What follows belongs to an exercise in optimizing a design on an open flow for small area; a production flow would make more cautious choices. At most, simulation tests tie the RTL to the original design; equivalence was not proved. For runs 4 to 6, only the layout was checked, not whether the RTL still works. Power and IR drop assume default switching activity.

===== design/flow/flow/run.sh =====
#!/bin/bash
# Layout flow: the standard ORFS flow (standard synthesis, floorplan, power grid, tap
# cells, placement, CTS, routing), with two changes passed to the ORFS scripts:
#  - port buffers use buf_2 instead of the default delay buffer,
#  - clock tree synthesis puts more flip-flops under each leaf buffer and inserts no dummy
#    loads.
# The full make output goes to flow.log in this folder.
set -euo pipefail
export BUFFER_PORTS_ARGS="-buffer_cell sky130_fd_sc_hd__buf_2"
export CTS_ARGS="-sink_clustering_enable -repair_clock_nets -sink_clustering_size 28 -sink_clustering_max_diameter 100 -dont_use_dummy_load"
bash standard.sh finish > flow.log 2>&1

===== design/flow/standard.sh =====
#!/bin/bash
# synth_recipe.tcl (not shown) runs the flow's synth.tcl, then flattens the netlist and writes it again
# the make line also repeats each setting of config.mk as NAME=value (left out here)
make -C /OpenROAD-flow-scripts/flow DESIGN_CONFIG=/design/flow/config.mk WORK_HOME=/design/flow/orfs CLKGATE_MAP_FILE= SYNTH_SCRIPT=/design/flow/synth_recipe.tcl "${@:-finish}"

===== design/flow/config.mk =====
export PLATFORM = sky130hd
export DESIGN_NAME = seq_prog
export DESIGN_NICKNAME = seq_prog
export VERILOG_FILES = /design/flow/design.v
export SDC_FILE = /design/flow/constraint.sdc
export NUM_CORES = 4
export LEC_CHECK = 0
export CAP_MARGIN = 20
export CORE_MARGIN = 2
export CORE_UTILIZATION = 50
export SLEW_MARGIN = 20
export SYNTH_HIERARCHICAL = 1
export SYNTH_MINIMUM_KEEP_SIZE = 0

===== design/flow/constraint.sdc =====
create_clock -name core_clock -period 5.0 [get_ports {clock}]
set_input_delay 1.0000 -clock core_clock [delete_from_list [all_inputs] [get_ports {clock}]]
set_output_delay 1.0000 -clock core_clock [all_outputs]
set_load 0.01 [all_outputs]

===== design/flow/design.v =====
module seq_prog #(
  parameter int unsigned ADDR_WIDTH = 8,
  parameter int unsigned INST_WIDTH = 12,
  parameter int unsigned DEPTH      = 256
) (
  input  logic                  clock,
  input  logic                  reset,
  input  logic [INST_WIDTH-1:0] load_data,
  input  logic                  load_wen,
  input  logic                  load_done,
  input  logic                  run,
  input  logic                  clear,
  input  logic [ADDR_WIDTH-1:0] next,
  output logic [INST_WIDTH-1:0] inst,
  output logic                  inst_wen,
  output logic [ADDR_WIDTH:0]   length,
  output logic                  overflow,
  output logic                  halted,
  output logic                  ready
);
  localparam logic [1:0] StLoad  = 2'd0;
  localparam logic [1:0] StReady = 2'd1;
  localparam logic [1:0] StRun   = 2'd2;
  localparam logic [1:0] StHalt  = 2'd3;
  localparam logic [ADDR_WIDTH:0] FullLen = (ADDR_WIDTH + 1)'(DEPTH);
  logic [1:0]            state_q, state_d;
  logic [ADDR_WIDTH:0]   length_q, length_d;
  logic                  overflow_q, overflow_d;
  logic [INST_WIDTH-1:0] inst_q, inst_d;
  logic                  inst_wen_q, inst_wen_d;
  logic                  halted_q, halted_d;
  logic                  pol_q;
  logic                  fetch;
  logic [INST_WIDTH-1:0] rd_word;
  logic [INST_WIDTH-1:0] mem_q [DEPTH];
  always_comb begin
    state_d    = state_q;
    length_d   = length_q;
    overflow_d = overflow_q;
    inst_d     = inst_q;
    inst_wen_d = 1'b0;
    halted_d   = halted_q;
    fetch      = 1'b0;
    if (clear) begin
      state_d    = StLoad;
      length_d   = '0;
      overflow_d = 1'b0;
      inst_d     = '0;
      halted_d   = 1'b0;
    end else begin
      case (state_q)
        StLoad: begin
          if (load_wen) begin
            if (length_q == FullLen) begin
              overflow_d = 1'b1;
            end else begin
              length_d = length_q + 1'b1;
            end
          end
          if (load_done) state_d = StReady;
        end
        StReady: fetch = run;
        StRun:   fetch = run;
        StHalt:  inst_d = '0;
        default: state_d = StLoad;
      endcase
      if (fetch) begin
        if ({1'b0, next} < length_q) begin
          inst_d     = rd_word;
          inst_wen_d = 1'b1;
          state_d    = StRun;
        end else begin
          inst_d   = '0;
          halted_d = 1'b1;
          state_d  = StHalt;
        end
      end
    end
  end
  always_ff @(posedge clock or negedge reset) begin
    if (!reset) begin
      state_q    <= StLoad;
      length_q   <= '0;
      overflow_q <= 1'b0;
      inst_q     <= '0;
      inst_wen_q <= 1'b0;
      halted_q   <= 1'b0;
      pol_q      <= 1'b0;
    end else begin
      state_q    <= state_d;
      length_q   <= length_d;
      overflow_q <= overflow_d;
      inst_q     <= inst_d;
      inst_wen_q <= inst_wen_d;
      halted_q   <= halted_d;
      pol_q      <= ~pol_q;
    end
  end
  localparam int unsigned Half = ADDR_WIDTH / 2;
  localparam int unsigned NHi  = DEPTH >> Half;
  localparam int unsigned NLo  = 1 << Half;
  logic [INST_WIDTH-1:0] wr_data;
  logic [NHi-1:0]        w_hi, w_hi_n;
  logic [NLo-1:0]        w_lo, w_lo_n;
  logic [DEPTH-1:0]      row_sel, row_nsel;
  assign wr_data = load_data ^ {INST_WIDTH{pol_q}};
  always_comb begin
    for (int g = 0; g < NHi; g++) begin
      w_hi[g]   = (length_q[ADDR_WIDTH:Half] == (ADDR_WIDTH + 1 - Half)'(g));
      w_hi_n[g] = ~w_hi[g];
    end
    for (int j = 0; j < NLo; j++) begin
      w_lo[j]   = (length_q[Half-1:0] == Half'(j));
      w_lo_n[j] = ~w_lo[j];
    end
  end
  for (genvar r = 0; r < DEPTH; r++) begin : g_wrow
    seq_prog_nor2  u_sel  (.a(w_hi_n[r / NLo]), .b(w_lo_n[r % NLo]), .y(row_sel[r]));
    seq_prog_nand2 u_nsel (.a(w_hi[r / NLo]),   .b(w_lo[r % NLo]),   .y(row_nsel[r]));
  end
  always_ff @(posedge clock) begin
    for (int r = 0; r < DEPTH; r++) begin
      mem_q[r] <= ~((mem_q[r] | {INST_WIDTH{row_sel[r]}}) &
                    ({INST_WIDTH{row_nsel[r]}} | wr_data));
    end
  end
  localparam int unsigned N1 = (DEPTH + 2) / 3;    
  localparam int unsigned N2 = (N1 + 3) / 4;       
  localparam int unsigned N3 = (N2 + 1) / 2;       
  localparam int unsigned N4 = (N3 + 3) / 4;       
  logic [NHi-1:0]        r_hi_n;
  logic [NLo-1:0]        r_lo_n;
  logic [DEPTH-1:0]      rd_sel;
  logic [INST_WIDTH-1:0] rd_raw;
  always_comb begin
    for (int g = 0; g < NHi; g++) r_hi_n[g] = (next[ADDR_WIDTH-1:Half] != (ADDR_WIDTH - Half)'(g));
    for (int j = 0; j < NLo; j++) r_lo_n[j] = (next[Half-1:0] != Half'(j));
  end
  for (genvar r = 0; r < DEPTH; r++) begin : g_rrow
    seq_prog_nor2 u_sel (.a(r_hi_n[r / NLo]), .b(r_lo_n[r % NLo]), .y(rd_sel[r]));
  end
  for (genvar b = 0; b < INST_WIDTH; b++) begin : g_rd
    logic [N1-1:0] t1;
    logic [N2-1:0] t2;
    logic [N3-1:0] t3;
    logic [N4-1:0] t4;
    for (genvar k = 0; k < N1; k++) begin : g_l1
      localparam int unsigned R = 3 * k;
      if (R + 3 <= DEPTH) begin : g_3
        seq_prog_aoi222 u (.a0(rd_sel[R]),     .b0(mem_q[R][b]),
                           .a1(rd_sel[R + 1]), .b1(mem_q[R + 1][b]),
                           .a2(rd_sel[R + 2]), .b2(mem_q[R + 2][b]), .y(t1[k]));
      end else if (R + 2 == DEPTH) begin : g_2
        seq_prog_aoi22 u (.a0(rd_sel[R]),     .b0(mem_q[R][b]),
                          .a1(rd_sel[R + 1]), .b1(mem_q[R + 1][b]), .y(t1[k]));
      end else begin : g_1
        seq_prog_nand2 u (.a(rd_sel[R]), .b(mem_q[R][b]), .y(t1[k]));
      end
    end
    for (genvar k = 0; k < N2; k++) begin : g_l2
      seq_prog_nandn #(.N((N1 - 4 * k < 4) ? N1 - 4 * k : 4)) u (
        .a(t1[4 * k +: ((N1 - 4 * k < 4) ? N1 - 4 * k : 4)]), .y(t2[k]));
    end
    for (genvar k = 0; k < N3; k++) begin : g_l3
      seq_prog_norn #(.N((N2 - 2 * k < 2) ? N2 - 2 * k : 2)) u (
        .a(t2[2 * k +: ((N2 - 2 * k < 2) ? N2 - 2 * k : 2)]), .y(t3[k]));
    end
    for (genvar k = 0; k < N4; k++) begin : g_l4
      seq_prog_nandn #(.N((N3 - 4 * k < 4) ? N3 - 4 * k : 4)) u (
        .a(t3[4 * k +: ((N3 - 4 * k < 4) ? N3 - 4 * k : 4)]), .y(t4[k]));
    end
    assign rd_raw[b] = |t4;
  end
  assign rd_word = rd_raw ^ {INST_WIDTH{pol_q}};
  assign inst     = inst_q;
  assign inst_wen = inst_wen_q;
  assign length   = length_q;
  assign overflow = overflow_q;
  assign halted   = halted_q;
  assign ready    = (state_q == StReady) || (state_q == StRun);
endmodule
module seq_prog_nor2 (input logic a, b, output logic y);
  assign y = ~(a | b);
endmodule
module seq_prog_nand2 (input logic a, b, output logic y);
  assign y = ~(a & b);
endmodule
module seq_prog_aoi22 (input logic a0, b0, a1, b1, output logic y);
  assign y = ~((a0 & b0) | (a1 & b1));
endmodule
module seq_prog_nandn #(parameter int unsigned N = 4) (input logic [N-1:0] a, output logic y);
  assign y = ~&a;
endmodule
module seq_prog_norn #(parameter int unsigned N = 2) (input logic [N-1:0] a, output logic y);
  assign y = ~|a;
endmodule
module seq_prog_aoi222 (input logic a0, b0, a1, b1, a2, b2, output logic y);
  assign y = ~((a0 & b0) | (a1 & b1) | (a2 & b2));
endmodule

==> results of run 1 <==
-- worst max-delay path: cells and delay by family --
family	cells	cell delay (ns)
AND/OR/NAND/NOR	7	2.84
buffers and inverters	2	0.63
AO/OA/AOI/OAI	2	0.63
XOR/XNOR	1	0.15
-- area by class of cell --
type,count,area [um^2]
Antenna cell,23,57.6
Clock buffer,132,3300
Fill cell,17859,94500
Inverter,44,165
Multi-Input combinational cell,5512,36300
Sequential cell,3099,62200
Tap cell,2688,3360
Timing Repair Buffer,483,4070
-- power breakdown --
| group | internal, mW | switching, mW | total (mW) |
|---|---|---|---|
| Combinational | 0.387 | 1.26 | 1.65 |
| Clock | 4.77 | 7.67 | 12.4 |
| Sequential | 24.9 | 0.150 | 25.1 |
| Total | 30.1 | 9.08 | 39.2 |
-- flip-flops by register name (all words and copies together), names as in the netlist --
signal      count
overflow_q      1
halted_q        1
inst_q         12
mem_q        3072
pol_q           1
inst_wen_q      1
state_q         2
length_q        9
-- layer usage --
| layer | part of all wire [%] | routed length, um | GRT usage [%] | vias to the layer above |
|---|---|---|---|---|
| met4 | 7.2 | 30400 | 24.2 | 10 |
| met3 | 12 | 50600 | 9.75 | 1186 |
| met2 | 42 | 178000 | 55.5 | 6551 |
| met1 | 39 | 163000 | 51.6 | 45929 |
| met5 | 0.023 | 99 | 0 | - |
| li1 | - | - | - | 38709 |
-- stage by stage --
step                utilization [%]  hold WS [ns]  std cells  instance area (um^2)
floorplan                         -         0.421       9514                102000
CTS                            53.6         0.282      11956                109000
global placement               52.0         0.428      11822                106000
finish                         53.7         0.281      11981                109000
detailed placement             52.0         0.436      11824                106000
global route                   53.7         0.318      11965                109000
-- cell usage after synthesis --
| cell type | number | area (um^2) |
|---|---|---|
| nand4b_1 | 1 | 8.76 |
| nand2_1 | 327 | 1230 |
| o21ai_0 | 1 | 5.00 |
| nor2_1 | 666 | 2500 |
| inv_1 | 44 | 165 |
| nand3_1 | 36 | 180 |
| o22ai_1 | 3073 | 19200 |
| a22o_1 | 12 | 105 |
| ha_1 | 14 | 175 |
| o32ai_1 | 1 | 8.76 |
| nand4_1 | 278 | 1740 |
| a31oi_1 | 2 | 12.5 |
| xor2_1 | 6 | 52.6 |
| xnor2_1 | 18 | 158 |
| nor4_1 | 3 | 18.8 |
| a21oi_1 | 7 | 35.0 |
| clkbuf_1 | 520 | 1950 |
| nor3_1 | 19 | 95.1 |
| nor3b_2 | 1 | 12.5 |
| buf_8 | 1 | 15.0 |
| a211oi_1 | 3 | 22.5 |
| and3_1 | 2 | 12.5 |
| buf_4 | 132 | 991 |
| nor2b_1 | 9 | 56.3 |
| nand3b_1 | 1 | 7.51 |
| dfrtp_1 | 27 | 676 |
| a222oi_1 | 1020 | 10200 |
| xor2_2 | 6 | 97.6 |
| a21o_1 | 2 | 15.0 |
| a211oi_2 | 1 | 12.5 |
| o21ai_1 | 1 | 5.00 |
| nand2b_1 | 1 | 6.26 |
| mux2i_1 | 1 | 10.0 |
| dfxtp_1 | 3072 | 61500 |
| buf_2 | 206 | 1030 |
-- per-module statistics from Yosys, one instance, submodules excluded, excerpt --
module,cells,flops+latches,area [um^2],times used
seq_prog_aoi222,1,0,10.0,1020
seq_prog_nor2,1,0,3.75,512
seq_prog_nand2,1,0,3.75,268
seq_prog,7282,3099,86900,1
-- logic make-up after synthesis --
group / count (synthesis)
buf+inv: 903
mux: 1
fa+ha+maj: 14
simple gates: 1344
flops: 3099
compound gates: 4123
xor+xnor: 30
-- how the worst max path moves through the flow --
stage | start | to | slack [ns]
floorplan | next[0] | inst_q[10] | 1.99
global placement | next[0] | inst_q[7] | -0.22
detailed placement | next[0] | inst_q[2] | -0.10
CTS | next[0] | inst_q[2] | 0.78
global route | next[0] | inst_q[2] | 0.55
finish | next[0] | inst_q[2] | 0.46
-- cell usage in the layout, fill, tap and decap left out, types with 10 or more instances in the layout --
master     instances
dfrtp_1           26
inv_1             28
dfxtp_1         3072
nor3_1            19
buf_2             50
a222oi_1        1020
nand2_2           20
diode_2           23
xor2_4            12
nand4_1          278
o22ai_1         3073
nand3_2           10
nand2_1          307
ha_1              14
nor2_2            10
nand3_1           26
buf_4            389
buf_12            41
clkbuf_16        132
inv_2             16
a22o_1            12
xnor2_1           18
nor2_1           656
==> metrics.md, run 1 <==
| Metric | Value |
|---|---|
| Part of the cycle the worst path needs | `90.8%` |
| DIE AREA | `roughly 210000 um^2` |
| Initial antenna violation count | `24` |
| Worst Path Required | `between 5 and 6 ns` |
| Clock Skews | `approximately 0.075 ns` |
| GRT Total Usage | `just under 40%` |
| Antenna viol nets, final | `0` |
| Area grow syn2layout | `6.97%` |
| Skew-Pair Late Insertion Delay | `roughly 0.87 ns` |
| Routed via count | `92385` |
| Reg2Reg Setup Slack | `1.22 ns` |
| Min-delay worst type | `in -> async` |
| Startpoint types | `input port` |
| Number of global-route vias before repair | `~85000` |
| Post-CTS Setup Inserts | `0` |
| #FFs+latches synth | `roughly 3100` |
| Final setup vio count | `0` |
| Critical path data arrival time | `around 5.3 ns` |
| Worst slew pin tran | `approximately 1.2 ns` |
| Cell area after synthesis | `roughly 100000 um^2` |
| Crit path largest cell delay | `0.90 ns` |
| Reg2reg end | `mem_q[51][0]` |
| Fmax | `about 220 MHz` |
| Slew Limit Fails | `0` |
| Detailed-route DRC error count | `0` |
| Htree depth | `4` |
| Post-synthesis xor/xnor area fraction | `0.301%` |
| Post-Synth Simple-Gate Area | `5.73%` |
| Num ports | `51` |
| Synthesized area per cell | `roughly 11 um^2` |
| Core Box Area | `204000 um^2` |
| RSZ-0062 raised after global routing | `false` |
| CTS Sinks | `a little over 3000` |
| Sequential element share of the synthesized area | `60.8%` |
| Initial drt markers | `16646` |
| Outcome | `complete, no violations` |
| Setup TNS | `0 ns` |
| Period minus WS final | `~4.5 ns` |
| Total of max-cap violations | `0` |
| CTS buffer count | `132` |
| Critical-path maximum fanout | `12` |
| Vias per std cell | `7.71` |
| Clock transition at the registers of the reported paths | `0.11 ns` |
| Distinct cell type count after synthesis | `35` |
| Port Buffers | `50` |
| Most common cell on crit path | `nor2_1` |
| Layout cell share with drive strength beyond 1 | `~7.4%` |
| Clock Path Buffers | `3` |
| Critical Path Sink Type | `register` |
| Placement Setup Slack | `-0.101 ns` |
| GR Overflow Total | `0` |
| Cells after Synth | `9514` |
| Root Driver | `clkbuf_16` |
| TritonCTS clock tree | `done` |
| Tot Pwr | `around 40 mW` |
| RD Place Congestion | `0.969` |
| Critical-path top delay cell | `nor2_1` |
| Critical-path cell list | `buf_2 -> nor2_1 -> nand3_2 -> buf_4 -> nor2_1 -> a222oi_1 -> nand4_1 -> nor2_1 -> nand4_1 -> nor3_1 -> xnor2_1 -> a22o_1` |
| Hold_buf cts | `0` |
| Synth Warn # | `9` |
| Main combinational cell family by area after synthesis | `compound AO/OA/AOI/OAI gates` |
| NumNets Final | `9312` |
| Die Ht | `between 400 and 500 um` |
| Lkg Pwr | `38.0 nW` |
| PD cells | `between 300 and 400 nW/um^2` |
| Compound-Gate Fraction of Synth Area | `between 20% and 30%` |
| Router iterations before antenna repair | `15` |
| R2R depth | `5` |
| Routed WL | `423000 um` |
| DR WL/cell | `between 30 and 40 um` |
| Die width | `456 um` |
| Worst IR drop on VDD | `0.402 mV` |
| Headroom to the max-slew limit | `16.9%` |
| CTS resizes | `0` |
| First-pass GRT wire length | `604000 um` |
| Worst Setup Slack, final | `0.461 ns` |
| Critical path class | `in -> reg` |
| Final hold violations | `0` |
| FF-to-FF Start | `length_q[8]` |
| Post-synthesis adder-cell area fraction | `0.171%` |
| # rows | `166` |
| Dpl hpwl | `266000 um` |
| Largest net degree at the start of global routing | `149` |
| Mux cell area share after synthesis | `0.00978%` |
| Initial Util | `approximately half` |
==> run 2: changes to the inputs <==
--- a/design/flow/config.mk
+++ b/design/flow/config.mk
@@ -9,4 +9,5 @@
 export CORE_MARGIN = 2
 export CORE_UTILIZATION = 50
+export PLACE_DENSITY = 0.75
 export SLEW_MARGIN = 20
 export SYNTH_HIERARCHICAL = 1
==> metrics.md, run 2 <==
| Metric | Value |
|---|---|
| NumNets Final | `9151` |
| Headroom to the max-slew limit | `11.9%` |
| #FFs+latches synth | `between 3000 and 4000` |
| Largest net degree at the start of global routing | `approximately 140` |
| PD cells | `about 360 nW/um^2` |
| Crit path from | `next[2]` |
| GRT Total Usage | `around 36%` |
| Synth top area cells | `dfxtp_1 (60%), o22ai_1 (19%), a222oi_1 (10%)` |
| Fillers | `roughly 18000` |
| DIE AREA | `approximately 210000 um^2` |
| Worst slew pin tran | `1.32 ns` |
| Sequential element share of the synthesized area | `60.8%` |
| Crit path largest cell delay | `between 0.8 and 0.9 ns` |
| Design area | `108000 um^2` |
| Die Ht | `456 um` |
| # rows | `approximately 170` |
| Num ports | `51` |
| Part of the cycle the worst path needs | `94.2%` |
| RD Place Congestion | `1.01` |
| FF-to-FF Start | `length_q[2]` |
| Post-synth EDFFs | `0` |
| Async set or reset register ratio after synthesis | `less than 1%` |
| Period minus WS final | `4.71 ns` |
| Detailed-route DRC error count | `0` |
| Routed via count | `93135` |
| Commonest non-fill, non-tap cell in the layout | `o22ai_1` |
| Clock transition at the registers of the reported paths | `~0.12 ns` |
| CTS Sinks | `3099` |
| TritonCTS clock tree | `done` |
| Hold_buf cts | `0` |
| Worst Path Required | `5.75 ns` |
| CTS resizes | `0` |
| Initial Util | `between 50% and 60%` |
| Root Driver | `clkbuf_16` |
| GR Overflow Total | `0` |
| Synth Warn # | `9` |
| Distinct cell type count after synthesis | `35` |
| Lkg Pwr | `37.2 nW` |
| Skew-Pair Late Insertion Delay | `0.87 ns` |
| Vias per std cell | `7.86` |
| Cells after Synth | `9514` |
| Dpl hpwl | `255000 um` |
| Number of global-route vias before repair | `between 80000 and 90000` |
| Final setup vio count | `0` |
| Slew Limit Fails | `0` |
| Layout cell share with drive strength beyond 1 | `5.72%` |
| Clock Skews | `around 0.093 ns` |
| Count leader, synth | `o22ai_1` |
| Final hold violations | `0` |
| Port Buffers | `50` |
| Max reg flops | `3072` |
| Clock Path Buffers | `3` |
| Die width | `between 400 and 500 um` |
| Most frequent cells in the layout | `o22ai_1 (3073), dfxtp_1 (3072), a222oi_1 (1020)` |
| Bufs and invs on worst path | `2` |
| Htree depth | `4` |
| Main synth FF type | `dfxtp_1` |
| Setup TNS | `0 ns` |
| Critical-path maximum fanout | `12` |
| Initial drt markers | `19311` |
| CP top delay family | `simple AND/OR/NAND/NOR gates` |
| Startpoint types | `input port` |
| Post-CTS Setup Inserts | `0` |
| Post-Place Cell Area | `105000 um^2` |
| Reg2Reg Setup Slack | `~1.0 ns` |
| Total of max-cap violations | `0` |
| R2R depth | `8` |
| Synthesized area per cell | `10.8 um^2` |
| Yosys top cell area share | `60.1%` |
| Outcome | `complete, no violations` |
| Worst Setup Slack, final | `0.291 ns` |
| Cell area after synthesis | `102000 um^2` |
| Core Box Area | `204000 um^2` |
| Area grow syn2layout | `5.78%` |
| Antenna viol nets, final | `0` |
| Router iterations before antenna repair | `17` |
| Critical path data arrival time | `approximately 5.5 ns` |
| Post-synth top cells | `o22ai_1 (3073), dfxtp_1 (3072), a222oi_1 (1020), nor2_1 (666), clkbuf_1 (520)` |
| Fmax | `212 MHz` |
| Critical path class | `in -> reg` |
| RSZ-0062 raised after global routing | `false` |
| Reg2reg end | `mem_q[71][5]` |
| Initial antenna violation count | `28` |
| Routed WL | `399000 um` |
| Yosys top cell by area | `dfxtp_1` |
| Critical Path Sink Type | `register` |
| Critical-path cell list | `buf_2 -> nor2b_1 -> nand2_2 -> buf_4 -> nor2_1 -> a222oi_1 -> nand4_1 -> nor2_1 -> nand4_1 -> nor3_1 -> xnor2_1 -> a22o_1` |
| Critical-path top delay cell | `nor2_1` |
| First-pass GRT wire length | `578000 um` |
| Placement Setup Slack | `-0.271 ns` |
| DR WL/cell | `33.7 um` |
| CTS buffer count | `130` |
| Worst IR drop on VDD | `0.301 mV` |
| Min-delay worst type | `in -> async` |
-- run 2: cell types whose count changed in the layout (fill, tap and decap cells not counted), moves of 2 or more --
cell / before / now
nor2_2: 10 / 12
clkbuf_16: 132 / 130
clkinv_2: 0 / 2
inv_2: 16 / 7
buf_16: 3 / 0
buf_4: 389 / 231
inv_1: 28 / 32
clkinv_1: 0 / 3
nor2_1: 656 / 654
diode_2: 23 / 48
-- run 2: Yosys stat by module, one instance, submodules excluded, excerpt --
| module | cell area, um^2 | times used | cells inside |
|---|---|---|---|
| seq_prog_nand2 | 3.75 | 268 | 1 |
| seq_prog_nor2 | 3.75 | 512 | 1 |
| seq_prog | 86900 | 1 | 7282 |
| seq_prog_aoi222 | 10.0 | 1020 | 1 |
-- run 2: area by class of cell --
type,count,area (um^2),area share (%)
Clock buffer,130,3250,3.01
Inverter,44,168,0.155
Antenna cell,48,120,0.111
Multi-Input combinational cell,5512,36300,33.6
Timing Repair Buffer,324,2830,2.62
Sequential cell,3099,62200,57.4
Tap cell,2688,3360,3.11
-- run 2: routing by layer --
metal  global-route usage [%]  vias up  wire (um)
met2                     51.6     8032     166000
li1                         -    38350          -
met5                    0.321        -        125
met4                     25.6       18      32800
met3                     11.7     1635      57700
met1                     46.2    45100     143000
-- run 2: worst max path at each step --
stage | endpoint | slack (ns) | cells after the start
2_1_floorplan | inst_q[10] | 1.99 | 10
3_3_place_gp | inst_q[5] | -0.37 | 11
3_5_place_dp | inst_q[5] | -0.27 | 11
4_1_cts | inst_q[5] | 0.63 | 11
5_1_grt | inst_q[7] | 0.38 | 12
6_report | inst_q[7] | 0.29 | 12
-- run 2: report_power, final --
group,switching [mW],total [mW],internal [mW]
combinational,1.16,1.54,0.381
sequential,0.177,25.1,24.9
clock,7.55,12.3,4.70
-- run 2: per-stage QoR --
| stage | instances | hold WS [ns] | power [mW] | utilization (%) |
|---|---|---|---|---|
| after floorplan | 9514 | 0.421 | 26.4 | - |
| after global placement | 11663 | 0.428 | 27.1 | 51.4 |
| after detailed placement | 11665 | 0.436 | 27.1 | 51.4 |
| after CTS | 11795 | 0.240 | 38.8 | 53.0 |
| after global routing | 11803 | 0.282 | 39.7 | 53.0 |
| final | 11845 | 0.267 | 38.9 | 53.1 |
-- run 2: logic make-up (layout without fill, tap and decap cells) --
logic type	count (synthesis)	in the layout	share of synthesized area, %
AO/OA/AOI/OAI	4123	4123	29.0
XOR/XNOR	30	30	0.301
adder cells (fa/ha/maj)	14	14	0.171
buffers and inverters	903	498	4.06
flip-flops	3099	3099	60.8
multiplexers	1	1	0.00978
other	0	48	0
AND/OR/NAND/NOR	1344	1344	5.73
-- run 2: worst reg2reg max path, cell delays in order (launching register included) --
cell and delay, ns:
dfrtp_1 0.74, inv_1 0.28, nor2_1 0.41, nand2_2 0.08, buf_4 0.41, inv_2 0.81
buf_4 0.48, nand2_1 0.40, o22ai_1 0.25
==> run 3: changes to the inputs <==
--- a/design/flow/design.v
+++ b/design/flow/design.v
@@ -104,5 +104,7 @@
   logic [NLo-1:0]        w_lo, w_lo_n;
   logic [DEPTH-1:0]      row_sel, row_nsel;
-  assign wr_data = load_data ^ {INST_WIDTH{pol_q}};
+  for (genvar b = 0; b < INST_WIDTH; b++) begin : g_wd
+    seq_prog_xor2 u_wd (.a(load_data[b]), .b(pol_q), .y(wr_data[b]));
+  end
   always_comb begin
     for (int g = 0; g < NHi; g++) begin
@@ -180,4 +182,7 @@
   assign ready    = (state_q == StReady) || (state_q == StRun);
 endmodule
+module seq_prog_xor2 (input logic a, b, output logic y);
+  assign y = a ^ b;
+endmodule
 module seq_prog_nor2 (input logic a, b, output logic y);
   assign y = ~(a | b);
==> metrics.md, run 3 <==
| Metric | Value |
|---|---|
| GR Overflow Total | `0` |
| Critical Path Sink Type | `register` |
| Post-synth top cells | `o22ai_1 (3073), dfxtp_1 (3072), a222oi_1 (1020), clkbuf_1 (828), nor2_1 (665)` |
| Final hold violations | `0` |
| Initial antenna violation count | `25` |
| Main synth FF type | `dfxtp_1` |
| PD cells | `358 nW/um^2` |
| Post-Layout Cell Count | `11826` |
| CTS buffer count | `130` |
| Detailed-route DRC error count | `0` |
| Slew Limit Fails | `0` |
| Routed WL | `397000 um` |
| Part of the cycle the worst path needs | `slightly above 90%` |
| First-pass GRT wire length | `approximately 580000 um` |
| # rows | `165` |
| Dpl hpwl | `247000 um` |
| DR WL/cell | `33.6 um` |
| Min-delay worst type | `in -> async` |
| Initial drt markers | `20844` |
| Placed cells | `11657` |
| Period minus WS final | `4.60 ns` |
| R2R depth | `6` |
| Critical-path maximum fanout | `12` |
| Distinct cell type count after synthesis | `42` |
| Yosys top cell by area | `dfxtp_1` |
| Async set or reset register ratio after synthesis | `0.871%` |
| NumNets Final | `between 9000 and 10000` |
| DIE AREA | `between 200000 and 250000 um^2` |
| Critical path data arrival time | `about 5.3 ns` |
| Most frequent cells in the layout | `o22ai_1 (3073), dfxtp_1 (3072), a222oi_1 (1020)` |
| Startpoint types | `input port` |
| Root Driver | `clkbuf_16` |
| Router iterations before antenna repair | `15` |
| Die Ht | `455 um` |
| Layout cell share with drive strength beyond 1 | `5.87%` |
| Die width | `455 um` |
| Final setup vio count | `0` |
| Max reg flops | `approximately 3100` |
| Setup TNS | `0 ns` |
| Vias per std cell | `7.89` |
| Post-CTS Setup Inserts | `0` |
| Post-synth EDFFs | `0` |
| RSZ-0062 raised after global routing | `false` |
| Synth Warn # | `9` |
| Initial Util | `50.3%` |
| Num ports | `51` |
| Critical path class | `in -> reg` |
| Worst slew pin tran | `between 1 and 1.5 ns` |
| Routed via count | `93252` |
| Antenna viol nets, final | `0` |
| Sequential element share of the synthesized area | `61.2%` |
| Port Buffers | `50` |
| Lkg Pwr | `37.7 nW` |
| Cells after Synth | `9513` |
| Synthesized area per cell | `10.7 um^2` |
| Clock Path Buffers | `3` |
| Skew-Pair Late Insertion Delay | `0.85 ns` |
| Yosys top cell area share | `about 61%` |
| CTS resizes | `0` |
| CTS Sinks | `3099` |
| RD Place Congestion | `1.01` |
| Synth top area cells | `dfxtp_1 (61%), o22ai_1 (19%), a222oi_1 (10%)` |
| GRT Total Usage | `36.5%` |
| Area grow syn2layout | `6.60%` |
| Number of global-route vias before repair | `around 85000` |
| Worst Path Required | `5.70 ns` |
| Design area | `108000 um^2` |
| Reg2Reg Setup Slack | `about 0.63 ns` |
| Hold_buf cts | `0` |
| Commonest non-fill, non-tap cell in the layout | `o22ai_1` |
| Fmax | `217 MHz` |
| Clock transition at the registers of the reported paths | `about 0.11 ns` |
| Core Box Area | `approximately 200000 um^2` |
| Clock Skews | `0.0990 ns` |
| Worst IR drop on VDD | `0.274 mV` |
| #FFs+latches synth | `3099` |
| Headroom to the max-slew limit | `a little under an eighth` |
| TritonCTS clock tree | `done` |
| Largest net degree at the start of global routing | `153` |
| Cell area after synthesis | `102000 um^2` |
| Total of max-cap violations | `0` |
| Fillers | `~17000` |
| Count leader, synth | `o22ai_1` |
| Outcome | `complete, no violations` |
| Post-Place Cell Area | `105000 um^2` |
| Htree depth | `4` |
[run 3: cell types whose count changed in the layout (fill, tap and decap cells not counted), sizes merged]
cell / change
clkinv: +1
diode: -10
inv: -1
buf: +7
[run 3: metal layers]
metal  track usage (%)  vias up  part of all wire [%]
li1                  -    38333                     -
met4              25.8       40                   8.7
met3              13.5     1808                    16
met2              50.8     8500                    40
met1              46.5    44571                    35
met5              1.06        -                  0.17
[run 3: report_power, final]
part           switching (mW)  internal, mW
Sequential              0.162          24.9
Clock                    7.50          4.70
Combinational            1.22         0.289
Total                    8.88          29.9
[run 3: through the flow]
stage	hold slack (ns)	setup WS [ns]	total power [mW]	util, %
global route	0.238	0.736	39.6	53.6
CTS	0.194	0.951	38.6	53.5
detailed placement	0.436	0.121	27.0	51.9
floorplan	0.421	1.99	26.3	-
finish	0.209	0.396	38.8	53.6
global placement	0.428	0.0588	27.0	51.9
[run 3: worst max-delay path: stages]
cell and delay, ns:
buf_2 0.18, nor2b_1 0.22, nand3_2 0.44, buf_4 0.52
nor2_1 0.33, a222oi_1 0.43, nand4_1 0.22, nor2_1 0.75
nand4_1 0.51, nor3_1 0.35, xnor2_1 0.11, a22o_1 0.19
[run 3: worst paths after layout]
path,startpoint,end
min in group core_clock,load_wen,overflow_q
hold reg to reg,mem_q[140][4],mem_q[140][4]
max in group asynchronous,reset,pol_q
setup reg to reg,length_q[6],mem_q[224][1]
setup / recovery,next[2],inst_q[3]
hold / removal,reset,overflow_q
[run 3: area by class of cell]
cell class | count | area, um^2 | area share (%)
inverter | 44 | 165 | 0.152
antenna | 38 | 95.1 | 0.0878
tap | 2672 | 3340 | 3.09
sequential | 3099 | 62200 | 57.4
timing repair buffer | 331 | 2900 | 2.68
clock buffer | 130 | 3250 | 3.00
multi-input combinational | 5512 | 36400 | 33.6
[run 3: logic make-up after synthesis]
logic type	share of synthesized area [%]
compound gates	29.2
flops	61.2
simple gates	5.82
buf+inv	3.35
xor+xnor	0.259
fa+ha+maj	0.172
mux	0.00985
[run 3: per-module statistics from Yosys (local to each module, per instance), a selection]
module | cells | flip-flops and latches | copies in the design
seq_prog_aoi222 | 1 | 0 | 1020
seq_prog_xor2 | 1 | 0 | 12
seq_prog_nor2 | 1 | 0 | 512
seq_prog_nand2 | 1 | 0 | 268
seq_prog | 7269 | 3099 | 1
==> run 4: changes to the inputs <==
==> design/flow/design.v (replaced) <==
module seq_prog #(
  parameter int unsigned ADDR_WIDTH = 8,
  parameter int unsigned INST_WIDTH = 12,
  parameter int unsigned DEPTH      = 256
) (
  input  logic                  clock,
  input  logic                  reset,
  input  logic [INST_WIDTH-1:0] load_data,
  input  logic                  load_wen,
  input  logic                  load_done,
  input  logic                  run,
  input  logic                  clear,
  input  logic [ADDR_WIDTH-1:0] next,
  output logic [INST_WIDTH-1:0] inst,
  output logic                  inst_wen,
  output logic [ADDR_WIDTH:0]   length,
  output logic                  overflow,
  output logic                  halted,
  output logic                  ready
);
  localparam logic [1:0] StLoad  = 2'd0;
  localparam logic [1:0] StReady = 2'd1;
  localparam logic [1:0] StRun   = 2'd2;
  localparam logic [1:0] StHalt  = 2'd3;
  localparam logic [ADDR_WIDTH:0] FullLen = (ADDR_WIDTH + 1)'(DEPTH);
  logic [1:0]            state_q, state_d;
  logic [ADDR_WIDTH:0]   length_q, length_d;
  logic                  overflow_q, overflow_d;
  logic [INST_WIDTH-1:0] inst_q, inst_d;
  logic                  inst_wen_q, inst_wen_d;
  logic                  halted_q, halted_d;
  logic                  mem_we;
  logic                  fetch;
  logic [INST_WIDTH-1:0] mem_q [DEPTH];
  always_comb begin
    state_d    = state_q;
    length_d   = length_q;
    overflow_d = overflow_q;
    inst_d     = inst_q;
    inst_wen_d = 1'b0;
    halted_d   = halted_q;
    mem_we     = 1'b0;
    fetch      = 1'b0;
    if (clear) begin
      state_d    = StLoad;
      length_d   = '0;
      overflow_d = 1'b0;
      inst_d     = '0;
      halted_d   = 1'b0;
    end else begin
      case (state_q)
        StLoad: begin
          if (load_wen) begin
            if (length_q == FullLen) begin
              overflow_d = 1'b1;
            end else begin
              mem_we   = 1'b1;
              length_d = length_q + 1'b1;
            end
          end
          if (load_done) state_d = StReady;
        end
        StReady: fetch = run;
        StRun:   fetch = run;
        StHalt:  inst_d = '0;
        default: state_d = StLoad;
      endcase
      if (fetch) begin
        if ({1'b0, next} < length_q) begin
          inst_d     = mem_q[next];
          inst_wen_d = 1'b1;
          state_d    = StRun;
        end else begin
          inst_d   = '0;
          halted_d = 1'b1;
          state_d  = StHalt;
        end
      end
    end
  end
  always_ff @(posedge clock or negedge reset) begin
    if (!reset) begin
      state_q    <= StLoad;
      length_q   <= '0;
      overflow_q <= 1'b0;
      inst_q     <= '0;
      inst_wen_q <= 1'b0;
      halted_q   <= 1'b0;
    end else begin
      state_q    <= state_d;
      length_q   <= length_d;
      overflow_q <= overflow_d;
      inst_q     <= inst_d;
      inst_wen_q <= inst_wen_d;
      halted_q   <= halted_d;
    end
  end
  always_ff @(posedge clock) begin
    if (mem_we) mem_q[length_q[ADDR_WIDTH-1:0]] <= load_data;
  end
  assign inst     = inst_q;
  assign inst_wen = inst_wen_q;
  assign length   = length_q;
  assign overflow = overflow_q;
  assign halted   = halted_q;
  assign ready    = (state_q == StReady) || (state_q == StRun);
endmodule
==> design/flow/run.sh (new file) <==
#!/bin/bash
# synth_recipe.tcl (not shown) runs the flow's synth.tcl, then flattens the netlist and writes it again
# the make line also repeats each setting of config.mk as NAME=value (left out here)
make -C /OpenROAD-flow-scripts/flow DESIGN_CONFIG=/design/flow/config.mk WORK_HOME=/design/flow/orfs CLKGATE_MAP_FILE= SYNTH_SCRIPT=/design/flow/synth_recipe.tcl finish
--- a/design/flow/config.mk
+++ b/design/flow/config.mk
@@ -8,7 +8,4 @@
 export CAP_MARGIN = 20
 export CORE_MARGIN = 2
-export CORE_UTILIZATION = 50
-export PLACE_DENSITY = 0.75
+export CORE_UTILIZATION = 40
 export SLEW_MARGIN = 20
-export SYNTH_HIERARCHICAL = 1
-export SYNTH_MINIMUM_KEEP_SIZE = 0
removed: design/flow/flow/run.sh
removed: design/flow/standard.sh
==> metrics.md, run 4 <==
| Metric | Value |
|---|---|
| Yosys top cell by area | `edfxtp_1` |
| PD cells | `between 300 and 400 nW/um^2` |
| Sequential element share of the synthesized area | `slightly below 80%` |
| Commonest non-fill, non-tap cell in the layout | `edfxtp_1` |
| Vias per std cell | `between 5 and 6` |
| Htree depth | `5` |
| Placed cells | `about 10000` |
| Fillers | `24724` |
| Post-synth top cells | `edfxtp_1 (3072), mux2i_1 (578), mux4_2 (496), nor2_1 (298), o22ai_1 (160)` |
| Skew-Pair Late Insertion Delay | `0.89 ns` |
| Critical path class | `in -> reg` |
| Worst IR drop on VDD | `slightly above 0.3 mV` |
| Placement Setup Slack | `0.226 ns` |
| Final setup vio count | `0` |
| RSZ-0062 raised after global routing | `false` |
| Tot Pwr | `53.9 mW` |
| #FFs+latches synth | `roughly 3100` |
| Cells after Synth | `about 5800` |
| Most frequent cells in the layout | `edfxtp_1 (3072), mux2i_1 (578), mux4_2 (496)` |
| Routed WL | `323000 um` |
| Critical path data arrival time | `4.81 ns` |
| Critical-path cell list | `clkdlybuf4s50_1 -> buf_4 -> or3_1 -> o22ai_1 -> nor4_1 -> nor2_1 -> a211oi_1 -> a32oi_1 -> o31ai_1` |
| Synth Warn # | `1` |
| Area grow syn2layout | `14.7%` |
| Initial drt markers | `roughly 8000` |
| Num ports | `51` |
| Final hold violations | `0` |
| Logic pwr share | `under 10%` |
| CTS resizes | `0` |
| Count leader, synth | `edfxtp_1` |
| Flop pwr share | `a little over half` |
| Min-delay worst type | `reg -> reg` |
| Pint | `42.3 mW` |
| Antenna viol nets, final | `0` |
| Post-Layout Cell Count | `between 10000 and 15000` |
| Clock Skews | `0.0546 ns` |
| TritonCTS clock tree | `done` |
| DR WL/cell | `about 30 um` |
| Final core occ | `46.2%` |
| Worst Path Required | `about 5.8 ns` |
| Crit path largest cell delay | `0.92 ns` |
| Dpl hpwl | `200000 um` |
| Period minus WS final | `~4 ns` |
| DIE AREA | `304000 um^2` |
| Routed via count | `a little over 60000` |
| CTS buffer count | `316` |
| Total of max-cap violations | `0` |
| Worst Setup Slack, final | `0.969 ns` |
| Critical Path Sink Type | `register` |
| R2R depth | `8` |
| Synthesized area per cell | `20.6 um^2` |
| Clk pwr share | `41.9%` |
| Reg2reg end | `mem_q[114][2]` |
| Clock Path Buffers | `4` |
| Lkg Pwr | `44.4 nW` |
| Reg2Reg Setup Slack | `between 1 and 1.5 ns` |
| Layout cell share with drive strength beyond 1 | `about 22%` |
| Critical-path top delay cell | `or3_1` |
| Post-synth EDFFs | `3072` |
| First-pass GRT wire length | `460000 um` |
| FF-to-FF Start | `length_q[0]` |
| NumNets Final | `6374` |
| Startpoint types | `input port` |
| Port Buffers | `50` |
| GRT Total Usage | `21.1%` |
| Outcome | `complete, no violations` |
| Headroom to the max-slew limit | `11.5%` |
| Die width | `551 um` |
| Part of the cycle the worst path needs | `80.6%` |
| Hold_buf cts | `0` |
| Crit path from | `next[3]` |
| Die Ht | `551 um` |
| Max reg flops | `between 3000 and 4000` |
| Initial Util | `approximately two fifths` |
| Fmax | `248 MHz` |
| Setup TNS | `0 ns` |
| Sw Ratio | `21.5%` |
| Slew Limit Fails | `0` |
| CP Capture Point | `inst_q[5]` |
| Cell area after synthesis | `between 100000 and 150000 um^2` |
| Core Box Area | `297000 um^2` |
| Number of global-route vias before repair | `60559` |
| # rows | `200` |
| Yosys top cell area share | `77.1%` |
| Detailed-route DRC error count | `0` |
| RD Place Congestion | `0.921` |
| CTS Sinks | `between 3000 and 4000` |
| Largest net degree at the start of global routing | `~130` |
| Distinct cell type count after synthesis | `between 50 and 60` |
| Main synth FF type | `edfxtp_1` |
| Async set or reset register ratio after synthesis | `0.839%` |
| Root Driver | `clkbuf_16` |
| Critical-path maximum fanout | `22` |
| Router iterations before antenna repair | `6` |
| Switching component of the power | `between 10 and 15 mW` |
| Clock transition at the registers of the reported paths | `0.06 ns` |
| Worst slew pin tran | `1.32 ns` |
| Synth top area cells | `edfxtp_1 (77%), mux4_2 (9.3%), mux2i_1 (4.8%)` |
| GR Overflow Total | `0` |
| Post-CTS Setup Inserts | `0` |
| Initial antenna violation count | `13` |
==> run 4: cell count changes in the layout (fill, tap and decap cells not counted), moves of 496 or more <==
cell / change
o22ai_1: -2913
mux4_2: +496
a222oi_1: -1020
mux2i_1: +577
edfxtp_1: +3072
dfxtp_1: -3072
==> run 4: worst min-delay path by stage <==
stage | end | slack [ns] | from | cells past startpoint
2_1_floorplan | state_q[1] | 0.52 | state_q[1] | 2
3_3_place_gp | overflow_q | 0.49 | overflow_q | 2
3_5_place_dp | halted_q | 0.50 | halted_q | 2
4_1_cts | length_q[5] | 0.50 | reset | 2
5_1_grt | mem_q[87][6] | 0.48 | load_data[6] | 1
6_report | halted_q | 0.51 | halted_q | 2
==> run 4: cell type report <==
class                      instances  area (um^2)  area share (%)
clock inverter                   162         1400            1.02
sequential                      3098        92900            67.7
multi-input combinational       2344        24700            18.0
clock buffer                     398         8320            6.06
timing repair buffer             549         4850            3.54
tap                             3939         4930            3.59
antenna                            6         15.0          0.0109
inverter                          25         93.8          0.0684
==> run 4: stage by stage <==
stage | hold slack, ns | area, um^2
2_1_floorplan | 0.523 | 120000
3_5_place_dp | 0.499 | 127000
3_3_place_gp | 0.486 | 127000
6_report | 0.506 | 137000
4_1_cts | 0.502 | 137000
5_1_grt | 0.480 | 137000
==> run 4: power by group through the flow <==
stage | sequential, mW | combinational (mW) | clock (mW)
final | 28.6 | 2.75 | 22.6
after global routing | 28.6 | 2.87 | 23.9
after CTS | 28.6 | 2.76 | 22.9
after detailed placement | 29.1 | 2.76 | 0
after global placement | 29.1 | 2.73 | 0
after floorplan | 29.1 | 1.33 | 0
==> run 4: cells by family after synthesis <==
group / synth area share [%]
AND/OR/NAND/NOR: 2.09
adder cells (fa/ha/maj): 0.146
multiplexers: 14.3
buffers and inverters: 1.77
flip-flops: 77.6
XOR/XNOR: 0.0586
AO/OA/AOI/OAI: 4.01
==> run 4: worst max-delay path: cells and delay by family <==
family | cells | cell delay, ns
AND/OR/NAND/NOR | 3 | 1.93
AO/OA/AOI/OAI | 4 | 1.00
buffers and inverters | 2 | 0.81
==> run 4: metal layers <==
metal | vias up | GRT usage, % | routed length (um)
li1 | 25321 | - | -
met1 | 32625 | 29.8 | 133000
met2 | 2621 | 33.1 | 152000
met3 | 507 | 4.02 | 26200
met4 | 8 | 7.14 | 11900
met5 | - | 0 | 39
==> run 5: changes to the inputs <==
--- a/design/flow/design.v
+++ b/design/flow/design.v
@@ -30,6 +30,8 @@
   logic                  inst_wen_q, inst_wen_d;
   logic                  halted_q, halted_d;
+  logic                  pol_q;
   logic                  mem_we;
   logic                  fetch;
+  logic [INST_WIDTH-1:0] rd_word;
   logic [INST_WIDTH-1:0] mem_q [DEPTH];
   always_comb begin
@@ -68,5 +70,5 @@
       if (fetch) begin
         if ({1'b0, next} < length_q) begin
-          inst_d     = mem_q[next];
+          inst_d     = rd_word;
           inst_wen_d = 1'b1;
           state_d    = StRun;
@@ -87,4 +89,5 @@
       inst_wen_q <= 1'b0;
       halted_q   <= 1'b0;
+      pol_q      <= 1'b0;
     end else begin
       state_q    <= state_d;
@@ -94,9 +97,87 @@
       inst_wen_q <= inst_wen_d;
       halted_q   <= halted_d;
-    end
+      pol_q      <= ~pol_q;
+    end
+  end
+  localparam int unsigned Half = ADDR_WIDTH / 2;
+  localparam int unsigned NHi  = DEPTH >> Half;
+  localparam int unsigned NLo  = 1 << Half;
+  logic [INST_WIDTH-1:0] wr_data;
+  logic [NHi-1:0]        w_hi, w_hi_n;
+  logic [NLo-1:0]        w_lo, w_lo_we_n;
+  logic [DEPTH-1:0]      row_wr, row_nsel;
+  assign wr_data = load_data ^ {INST_WIDTH{pol_q}};
+  always_comb begin
+    for (int g = 0; g < NHi; g++) begin
+      w_hi[g]   = (length_q[ADDR_WIDTH:Half] == (ADDR_WIDTH + 1 - Half)'(g));
+      w_hi_n[g] = ~w_hi[g];
+    end
+    for (int j = 0; j < NLo; j++) begin
+      w_lo[j]      = (length_q[Half-1:0] == Half'(j));
+      w_lo_we_n[j] = ~(w_lo[j] & mem_we);
+    end
+  end
+  for (genvar r = 0; r < DEPTH; r++) begin : g_wrow
+    seq_prog_nor2  u_wr   (.a(w_hi_n[r / NLo]), .b(w_lo_we_n[r % NLo]), .y(row_wr[r]));
+    seq_prog_nand2 u_nsel (.a(w_hi[r / NLo]),   .b(w_lo[r % NLo]),      .y(row_nsel[r]));
   end
   always_ff @(posedge clock) begin
-    if (mem_we) mem_q[length_q[ADDR_WIDTH-1:0]] <= load_data;
-  end
+    for (int r = 0; r < DEPTH; r++) begin
+      mem_q[r] <= ~((mem_q[r] | {INST_WIDTH{row_wr[r]}}) &
+                    ({INST_WIDTH{row_nsel[r]}} | wr_data));
+    end
+  end
+  localparam int unsigned N1 = (DEPTH + 2) / 3;    
+  localparam int unsigned N2 = (N1 + 3) / 4;       
+  localparam int unsigned N3 = (N2 + 1) / 2;       
+  localparam int unsigned N4 = (N3 + 3) / 4;       
+  logic [NHi-1:0]        r_hi_n;
+  logic [NLo-1:0]        r_lo_n;
+  logic [DEPTH-1:0]      rd_sel;
+  logic [INST_WIDTH-1:0] rd_raw;
+  always_comb begin
+    for (int g = 0; g < NHi; g++) r_hi_n[g] = (next[ADDR_WIDTH-1:Half] != (ADDR_WIDTH - Half)'(g));
+    for (int j = 0; j < NLo; j++) r_lo_n[j] = (next[Half-1:0] != Half'(j));
+  end
+  for (genvar r = 0; r < DEPTH; r++) begin : g_rrow
+    seq_prog_nor2 u_sel (.a(r_hi_n[r / NLo]), .b(r_lo_n[r % NLo]), .y(rd_sel[r]));
+  end
+  for (genvar b = 0; b < INST_WIDTH; b++) begin : g_rd
+    logic [3*N1-1:0] s1, d1;
+    logic [N1-1:0]   t1;
+    logic [4*N2-1:0] t1p;
+    logic [N2-1:0]   t2;
+    logic [2*N3-1:0] t2p;
+    logic [N3-1:0]   t3;
+    logic [4*N4-1:0] t3p;
+    logic [N4-1:0]   t4;
+    for (genvar i = 0; i < 3 * N1; i++) begin : g_in
+      if (i < DEPTH) begin : g_row
+        assign s1[i] = rd_sel[i];
+        assign d1[i] = mem_q[i][b];
+      end else begin : g_pad
+        assign s1[i] = 1'b0;
+        assign d1[i] = 1'b0;
+      end
+    end
+    for (genvar k = 0; k < N1; k++) begin : g_l1
+      seq_prog_aoi222 u (.a0(s1[3*k]), .b0(d1[3*k]), .a1(s1[3*k+1]), .b1(d1[3*k+1]),
+                         .a2(s1[3*k+2]), .b2(d1[3*k+2]), .y(t1[k]));
+    end
+    assign t1p = {{(4*N2-N1){1'b1}}, t1};
+    for (genvar k = 0; k < N2; k++) begin : g_l2
+      seq_prog_nand4 u (.a(t1p[4*k]), .b(t1p[4*k+1]), .c(t1p[4*k+2]), .d(t1p[4*k+3]), .y(t2[k]));
+    end
+    assign t2p = {{(2*N3-N2){1'b0}}, t2};
+    for (genvar k = 0; k < N3; k++) begin : g_l3
+      seq_prog_nor2 u (.a(t2p[2*k]), .b(t2p[2*k+1]), .y(t3[k]));
+    end
+    assign t3p = {{(4*N4-N3){1'b1}}, t3};
+    for (genvar k = 0; k < N4; k++) begin : g_l4
+      seq_prog_nand4 u (.a(t3p[4*k]), .b(t3p[4*k+1]), .c(t3p[4*k+2]), .d(t3p[4*k+3]), .y(t4[k]));
+    end
+    assign rd_raw[b] = |t4;
+  end
+  assign rd_word = rd_raw ^ {INST_WIDTH{pol_q}};
   assign inst     = inst_q;
   assign inst_wen = inst_wen_q;
@@ -106,2 +187,14 @@
   assign ready    = (state_q == StReady) || (state_q == StRun);
 endmodule
+module seq_prog_nor2 (input logic a, b, output logic y);
+  assign y = ~(a | b);
+endmodule
+module seq_prog_nand2 (input logic a, b, output logic y);
+  assign y = ~(a & b);
+endmodule
+module seq_prog_nand4 (input logic a, b, c, d, output logic y);
+  assign y = ~(a & b & c & d);
+endmodule
+module seq_prog_aoi222 (input logic a0, b0, a1, b1, a2, b2, output logic y);
+  assign y = ~((a0 & b0) | (a1 & b1) | (a2 & b2));
+endmodule
--- a/design/flow/config.mk
+++ b/design/flow/config.mk
@@ -8,4 +8,8 @@
 export CAP_MARGIN = 20
 export CORE_MARGIN = 2
-export CORE_UTILIZATION = 40
+export CORE_UTILIZATION = 60
+export CTS_CLUSTER_DIAMETER = 60
+export CTS_CLUSTER_SIZE = 30
 export SLEW_MARGIN = 20
+export SYNTH_HIERARCHICAL = 1
+export SYNTH_MINIMUM_KEEP_SIZE = 0
==> metrics.md, run 5 <==
| Metric | Value |
|---|---|
| Die width | `416 um` |
| # rows | `between 150 and 200` |
| DIE AREA | `173000 um^2` |
| Switching component of the power | `10.5 mW` |
| Period minus WS final | `slightly above 5 ns` |
| Synth top area cells | `dfxtp_1 (60%), o22ai_1 (19%), a222oi_1 (10%)` |
| Clock Path Buffers | `3` |
| RSZ-0062 raised after global routing | `false` |
| Post-CTS Setup Inserts | `0` |
| Post-synth top cells | `o22ai_1 (3073), dfxtp_1 (3072), a222oi_1 (1032), clkbuf_1 (677), nor2_1 (666)` |
| Number of global-route vias before repair | `about 86000` |
| Clk pwr share | `38.2%` |
| Worst slew pin tran | `1.29 ns` |
| Hold_buf cts | `0` |
| Worst Path Required | `5.77 ns` |
| Commonest non-fill, non-tap cell in the layout | `o22ai_1` |
| NumNets Final | `9500` |
| Clock transition at the registers of the reported paths | `0.09 ns` |
| Root Driver | `clkbuf_16` |
| Port Buffers | `50` |
| Synthesized area per cell | `10.7 um^2` |
| Total of max-cap violations | `0` |
| Min-delay worst type | `reg -> reg` |
| CTS buffer count | `167` |
| Flop pwr share | `58.2%` |
| Async set or reset register ratio after synthesis | `0.871%` |
| Worst Setup Slack, final | `-0.0973 ns` |
| GR Overflow Total | `0` |
| Router iterations before antenna repair | `11` |
| Core Box Area | `169000 um^2` |
| GRT Total Usage | `45.3%` |
| Clock Skews | `0.0445 ns` |
| TritonCTS clock tree | `done` |
| Area grow syn2layout | `10.7%` |
| Detailed-route DRC error count | `0` |
| Startpoint types | `input port` |
| Fmax | `196 MHz` |
| Lkg Pwr | `39.7 nW` |
| Cells after Synth | `9525` |
| Most frequent cells in the layout | `o22ai_1 (3073), dfxtp_1 (3072), a222oi_1 (1032)` |
| Yosys top cell area share | `between 60% and 70%` |
| Sequential element share of the synthesized area | `61.0%` |
| CTS resizes | `0` |
| Critical path class | `in -> reg` |
| Max reg flops | `3072` |
| First-pass GRT wire length | `592000 um` |
| Cell area after synthesis | `102000 um^2` |
| Outcome | `complete, but fails checks` |
| Distinct cell type count after synthesis | `40` |
| Routed WL | `~410000 um` |
| Largest net degree at the start of global routing | `146` |
| Layout cell share with drive strength beyond 1 | `9.03%` |
| Critical-path maximum fanout | `12` |
| Initial antenna violation count | `40` |
| Skew-Pair Late Insertion Delay | `slightly above 0.9 ns` |
| CTS Sinks | `between 3000 and 4000` |
| Pint | `32.7 mW` |
| Initial drt markers | `18140` |
| RD Place Congestion | `0.995` |
| Setup TNS | `-0.143 ns` |
| Antenna viol nets, final | `0` |
| Post-Layout Cell Count | `11853` |
| Htree depth | `4` |
| Logic pwr share | `3.7%` |
| Die Ht | `416 um` |
| Sw Ratio | `24.3%` |
| DR WL/cell | `approximately 35 um` |
| Yosys top cell by area | `dfxtp_1` |
| Final hold violations | `0` |
| Post-synth EDFFs | `0` |
| Main synth FF type | `dfxtp_1` |
| Placed cells | `11508` |
| Count leader, synth | `o22ai_1` |
| Num ports | `51` |
| Part of the cycle the worst path needs | `102%` |
| Critical path data arrival time | `5.87 ns` |
| #FFs+latches synth | `3099` |
| Critical Path Sink Type | `register` |
| Blocking Checks | `setup timing` |
| Worst IR drop on VDD | `0.368 mV` |
| Dpl hpwl | `262000 um` |
| Reg2Reg Setup Slack | `1.02 ns` |
| PD cells | `382 nW/um^2` |
| Headroom to the max-slew limit | `roughly 14%` |
| Routed via count | `about 95000` |
| Slew Limit Fails | `0` |
| Initial Util | `60.3%` |
| Synth Warn # | `8` |
| Vias per std cell | `7.98` |
| Final setup vio count | `2` |
==> run 5: cell types whose count changed after synthesis, sizes merged, moves of 108 or more <==
| cell | delta |
|---|---|
| nand4 | +288 |
| a221oi | -108 |
| mux4 | -496 |
| clkbuf | +539 |
| nor2 | +368 |
| a222oi | +1032 |
| nand2 | +152 |
| mux2i | -577 |
| a22oi | -134 |
| o22ai | +2913 |
| dfxtp | +3072 |
| edfxtp | -3072 |
==> run 5: modules after synthesis (local to each module, per instance) <==
module / flops+latches / cells inside / copies in the design / area [um^2]
seq_prog_nand2: 0 / 1 / 256 / 3.75
seq_prog_nand4: 0 / 1 / 300 / 6.26
seq_prog_aoi222: 0 / 1 / 1032 / 10.0
seq_prog_nor2: 0 / 1 / 644 / 3.75
seq_prog: 3099 / 7293 / 1 / 86400
==> run 5: final timing paths <==
kind                                     from  depth (start not counted)            end
worst max register to register    length_q[0]                         11  mem_q[245][8]
worst max-delay path                  next[2]                         13      inst_q[2]
worst min register to register  mem_q[218][0]                          1  mem_q[218][0]
max in group asynchronous               reset                          2     inst_q[10]
min in group asynchronous               reset                          2          pol_q
worst min-delay path            mem_q[218][0]                          1  mem_q[218][0]
==> run 5: per-layer routing <==
layer | routed length, um | track usage [%] | up-vias | part of all wire, %
li1 | - | - | 39304 | -
met1 | 150000 | 58.7 | 46355 | 36
met2 | 174000 | 65.3 | 7441 | 42
met3 | 54600 | 12.9 | 1510 | 13
met4 | 32800 | 31.3 | 26 | 8.0
met5 | 185 | 0 | - | 0.045
==> run 5: metrics by stage <==
step / worst slack [ns] / area, um^2 / hold WS [ns] / power [mW] / utilization [%]
finish: -0.0973 / 113000 / 0.446 / 43.1 / 66.8
global route: 0.0211 / 113000 / 0.454 / 44.0 / 66.7
CTS: 0.332 / 113000 / 0.448 / 43.0 / 66.7
detailed placement: -0.561 / 107000 / 0.436 / 27.2 / 63.2
global placement: -0.646 / 107000 / 0.428 / 27.1 / 63.1
floorplan: 1.99 / 102000 / 0.421 / 26.4 / -
==> run 5: power by group through the flow <==
stage	clock (mW)	combinational (mW)	sequential, mW
2_1_floorplan	0	0.778	25.6
3_3_place_gp	0	1.46	25.6
3_5_place_dp	0	1.50	25.7
4_1_cts	16.4	1.50	25.1
5_1_grt	17.3	1.58	25.1
6_report	16.5	1.58	25.1
==> run 5: cell families after synthesis <==
kind of cell	after synthesis	synth area share [%]
AO/OA/AOI/OAI	4138	29.2
other	2	0.00736
buffers and inverters	892	3.50
XOR/XNOR	29	0.249
adder cells (fa/ha/maj)	14	0.172
flip-flops	3099	61.0
AND/OR/NAND/NOR	1350	5.88
multiplexers	1	0.00981
==> run 5: final cells by class <==
class | count | area, um^2
Tap cell | 2218 | 2780
Antenna cell | 37 | 92.6
Fill cell | 13279 | 56200
Clock inverter | 121 | 1480
Inverter | 30 | 113
Sequential cell | 3099 | 62200
Multi-Input combinational cell | 5616 | 36900
Timing Repair Buffer | 546 | 4840
Clock buffer | 186 | 4470
==> run 5: worst max-delay path, stage by stage <==
cell,delay (ns)
clkdlybuf4s50_1,0.65
buf_4,0.23
nor2b_1,0.12
nand2_2,0.58
buf_4,0.42
nor2_1,0.29
a222oi_1,0.40
nand4_1,0.15
nor2_1,0.83
nand4_1,0.53
nor3_1,0.34
xnor2_1,0.11
a22o_1,0.18
==> run 6: changes to the inputs <==
==> design/flow/flow/run.sh (new file) <==
#!/bin/bash
# Layout flow: the standard ORFS flow (standard synthesis, floorplan, power grid, tap
# cells, placement, CTS, routing), with two changes passed to the ORFS scripts:
#  - port buffers use buf_2 instead of the default delay buffer,
#  - clock tree synthesis clusters more flip-flops per leaf buffer and inserts no dummy loads.
# The full make output goes to flow.log in this folder.
set -euo pipefail
export BUFFER_PORTS_ARGS="-buffer_cell sky130_fd_sc_hd__buf_2"
export CTS_ARGS="-sink_clustering_enable -repair_clock_nets -sink_clustering_size 30 -sink_clustering_max_diameter 60 -dont_use_dummy_load"
bash standard.sh finish > flow.log 2>&1
==> design/flow/standard.sh (new file) <==
#!/bin/bash
# synth_recipe.tcl (not shown) runs the flow's synth.tcl, then flattens the netlist and writes it again
# the make line also repeats each setting of config.mk as NAME=value (left out here)
make -C /OpenROAD-flow-scripts/flow DESIGN_CONFIG=/design/flow/config.mk WORK_HOME=/design/flow/orfs CLKGATE_MAP_FILE= SYNTH_SCRIPT=/design/flow/synth_recipe.tcl "${@:-finish}"
--- a/design/flow/config.mk
+++ b/design/flow/config.mk
@@ -8,7 +8,5 @@
 export CAP_MARGIN = 20
 export CORE_MARGIN = 2
-export CORE_UTILIZATION = 60
-export CTS_CLUSTER_DIAMETER = 60
-export CTS_CLUSTER_SIZE = 30
+export CORE_UTILIZATION = 50
 export SLEW_MARGIN = 20
 export SYNTH_HIERARCHICAL = 1
removed: design/flow/run.sh
==> metrics.md, run 6 <==
| Metric | Value |
|---|---|
| Outcome | `complete, no violations` |
| Initial Util | `about half` |
| Count leader, synth | `o22ai_1` |
| Final setup vio count | `0` |
| Htree depth | `4` |
| Switching component of the power | `slightly above 9 mW` |
| Most frequent cells in the layout | `o22ai_1 (3073), dfxtp_1 (3072), a222oi_1 (1032)` |
| Distinct cell type count after synthesis | `40` |
| Root Driver | `clkbuf_16` |
| Largest net degree at the start of global routing | `between 150 and 200` |
| Number of global-route vias before repair | `84730` |
| Critical path data arrival time | `5.20 ns` |
| Router iterations before antenna repair | `11` |
| Die Ht | `about 460 um` |
| Antenna viol nets, final | `0` |
| Total of max-cap violations | `0` |
| Max reg flops | `about 3100` |
| TritonCTS clock tree | `done` |
| Skew-Pair Late Insertion Delay | `0.89 ns` |
| Dpl hpwl | `between 200000 and 300000 um` |
| Die width | `456 um` |
| Hold Slack | `around 0.29 ns` |
| Worst IR drop on VDD | `between 0.4 and 0.5 mV` |
| Yosys top cell by area | `dfxtp_1` |
| PD cells | `369 nW/um^2` |
| CTS Sinks | `between 3000 and 4000` |
| DIE AREA | `208000 um^2` |
| Fmax | `~220 MHz` |
| Lkg Pwr | `approximately 38 nW` |
| GRT Total Usage | `roughly two fifths` |
| Post-synth EDFFs | `0` |
| RD Place Congestion | `between 0.9 and 1` |
| RSZ-0062 raised after global routing | `false` |
| Worst slew pin tran | `around 1.3 ns` |
| CTS resizes | `0` |
| Worst Path Required | `5.75 ns` |
| FF/Latch Area | `62200 um^2` |
| Critical path class | `in -> reg` |
| Initial antenna violation count | `26` |
| Setup TNS | `0 ns` |
| Headroom to the max-slew limit | `14.4%` |
| Initial drt markers | `around 17000` |
| Pint | `31.5 mW` |
| Clock Path Buffers | `3` |
| Clock transition at the registers of the reported paths | `0.10 ns` |
| Post-synth top cells | `o22ai_1 (3073), dfxtp_1 (3072), a222oi_1 (1032), clkbuf_1 (677), nor2_1 (666)` |
| NumNets Final | `about 9400` |
| Multi-input logic area | `37000 um^2` |
| CTS buffer count | `roughly 180` |
| Part of the cycle the worst path needs | `89.0%` |
| Critical Path Sink Type | `register` |
| Main synth FF type | `dfxtp_1` |
| Slew Limit Fails | `0` |
| Detailed-route DRC error count | `0` |
| Area grow syn2layout | `8.40%` |
| Commonest non-fill, non-tap cell in the layout | `o22ai_1` |
| Sequential element share of the synthesized area | `61.0%` |
| Routed WL | `~420000 um` |
| Final hold violations | `0` |
| Sw Ratio | `22.8%` |
| Num ports | `51` |
| Synth Warn # | `8` |
| Layout cell share with drive strength beyond 1 | `slightly above 7%` |
| Logic pwr share | `3.8%` |
| # rows | `around 170` |
| Core Box Area | `about 200000 um^2` |
| Hold_buf cts | `0` |
| #FFs+latches synth | `3099` |
| Cells after Synth | `9525` |
| Port Buffers | `50` |
| Post-CTS Setup Inserts | `0` |
| Synthesized area per cell | `10.7 um^2` |
| Period minus WS final | `roughly 4.4 ns` |
| Critical-path maximum fanout | `12` |
| Clk pwr share | `34.7%` |
| Synth top area cells | `dfxtp_1 (60%), o22ai_1 (19%), a222oi_1 (10%)` |
| Min-delay worst type | `in -> async` |
| Routed via count | `92739` |
| Clock Skews | `0.0989 ns` |
| First-pass GRT wire length | `598000 um` |
| Fillers | `17645` |
| GR Overflow Total | `0` |
| Tot Pwr | `between 40 and 50 mW` |
| Yosys top cell area share | `between 60% and 70%` |
| DR WL/cell | `34.8 um` |
| Flop pwr share | `between 60% and 70%` |
| Cell area after synthesis | `102000 um^2` |
| Async set or reset register ratio after synthesis | `less than 1%` |
| Startpoint types | `input port` |
| Vias per std cell | `7.71` |
[run 6: logic make-up (layout without fill, tap and decap cells)]
family                   count (synthesis)  in the layout  share of synthesized area (%)
AO/OA/AOI/OAI                         4138           4138                           29.2
flip-flops                            3099           3099                           61.0
AND/OR/NAND/NOR                       1350           1350                           5.88
buffers and inverters                  892            615                           3.50
XOR/XNOR                                29             29                          0.249
adder cells (fa/ha/maj)                 14             14                          0.172
other                                    2            103                        0.00736
multiplexers                             1              1                        0.00981
[run 6: area by class of cell]
| cell class | instances | area share (%) |
|---|---|---|
| sequential | 3099 | 56.2 |
| multi-input combinational | 5616 | 33.4 |
| antenna | 19 | 0.0430 |
| clock buffer | 175 | 3.96 |
| inverter | 30 | 0.102 |
| tap | 2672 | 3.02 |
| timing repair buffer | 410 | 3.20 |
[run 6: final timing paths]
path / start / end / slack [ns] / depth (start not counted)
worst min register to register: mem_q[244][9] / mem_q[244][9] / 0.44 / 1
worst max register to register: length_q[0] / mem_q[162][11] / 0.58 / 9
min in group core_clock: mem_q[244][9] / mem_q[244][9] / 0.44 / 1
worst min-delay path: reset / inst_wen_q / 0.29 / 1
worst max-delay path: next[0] / inst_q[0] / 0.55 / 12
max in group asynchronous: reset / length_q[1] / 3.96 / 1
[run 6: layer usage]
metal	GRT usage (%)	vias up	part of all wire, %
li1	-	38846	-
met1	52.5	46119	39
met2	55.1	6644	42
met3	9.71	1110	13
met4	19.8	20	6.1
met5	0	-	0.042
[run 6: Yosys stat by module (local to each module, per instance)]
| module | cells | area, um^2 | copies in the design |
|---|---|---|---|
| seq_prog | 7293 | 86400 | 1 |
| seq_prog_aoi222 | 1 | 10.0 | 1032 |
| seq_prog_nand2 | 1 | 3.75 | 256 |
| seq_prog_nand4 | 1 | 6.26 | 300 |
| seq_prog_nor2 | 1 | 3.75 | 644 |
[run 6: worst max-delay path, cell delays in order]
cell,delay [ns]
buf_2,0.20
nor2_1,0.38
nand3_2,0.57
buf_4,0.47
nor2_1,0.94
a222oi_1,0.29
nand4_1,0.30
nor2_1,0.11
nand4_1,0.41
nor3_1,0.14
xnor2_1,0.15
a22o_1,0.19
[run 6: power by group through the flow]
stage	registers (mW)	logic [mW]	clock network (mW)
after global placement	25.6	1.46	0
after global routing	25.1	1.56	15.0
after floorplan	25.6	0.778	0
after CTS	25.1	1.49	14.2
final	25.1	1.55	14.2
after detailed placement	25.6	1.49	0
[run 6: per-stage QoR]
step	worst slack [ns]	cell area (um^2)	utilization [%]	cells
CTS	0.793	110000	54.5	11999
floorplan	1.99	102000	-	9607
detailed placement	-0.114	106000	52.4	11824
global placement	-0.0681	106000	52.4	11821
global route	0.581	111000	54.6	12008
finish	0.550	111000	54.6	12021

==> static timing again, ports no longer ideal <==
No port has a modelled driver above. Below, the same layouts with a new extraction and two added sets of constraints. Step 1: set_driving_cell puts a clkbuf_16 on clock and a buf_2 on each other input, an assumption about the parent block. Step 2 also shifts input and output timing later by t, the mid clock arrival at the registers, as if the neighbouring blocks saw the same clock. Slacks: no drivers / after step 1 / after step 2; pairs: no drivers / after step 1.
| run | t, ns | slack for setup (ns) | worst register clock-pin slew, ns |
|---|---|---|---|
| run 1 | 0.927 | 0.461 / 0.529 / -0.398 | 0.12 / 0.12 |
| run 2 | 0.920 | 0.291 / 0.341 / -0.580 | 0.12 / 0.12 |
| run 3 | 0.903 | 0.396 / 0.474 / -0.429 | 0.11 / 0.11 |
| run 4 | 0.952 | 0.969 / 1.028 / 0.076 | 0.07 / 0.07 |
| run 5 | 0.970 | -0.097 / -0.041 / -1.011 | 0.11 / 0.11 |
| run 6 | 0.925 | 0.550 / 0.579 / -0.335 | 0.11 / 0.11 |
With both steps, setup timing fails in run 1, run 2, run 3 and run 6, where it was met with ideal ports. For run 5, which loses most, drivers alone change the setup slack by +0.056 ns; drivers and shift together by -0.914 ns.
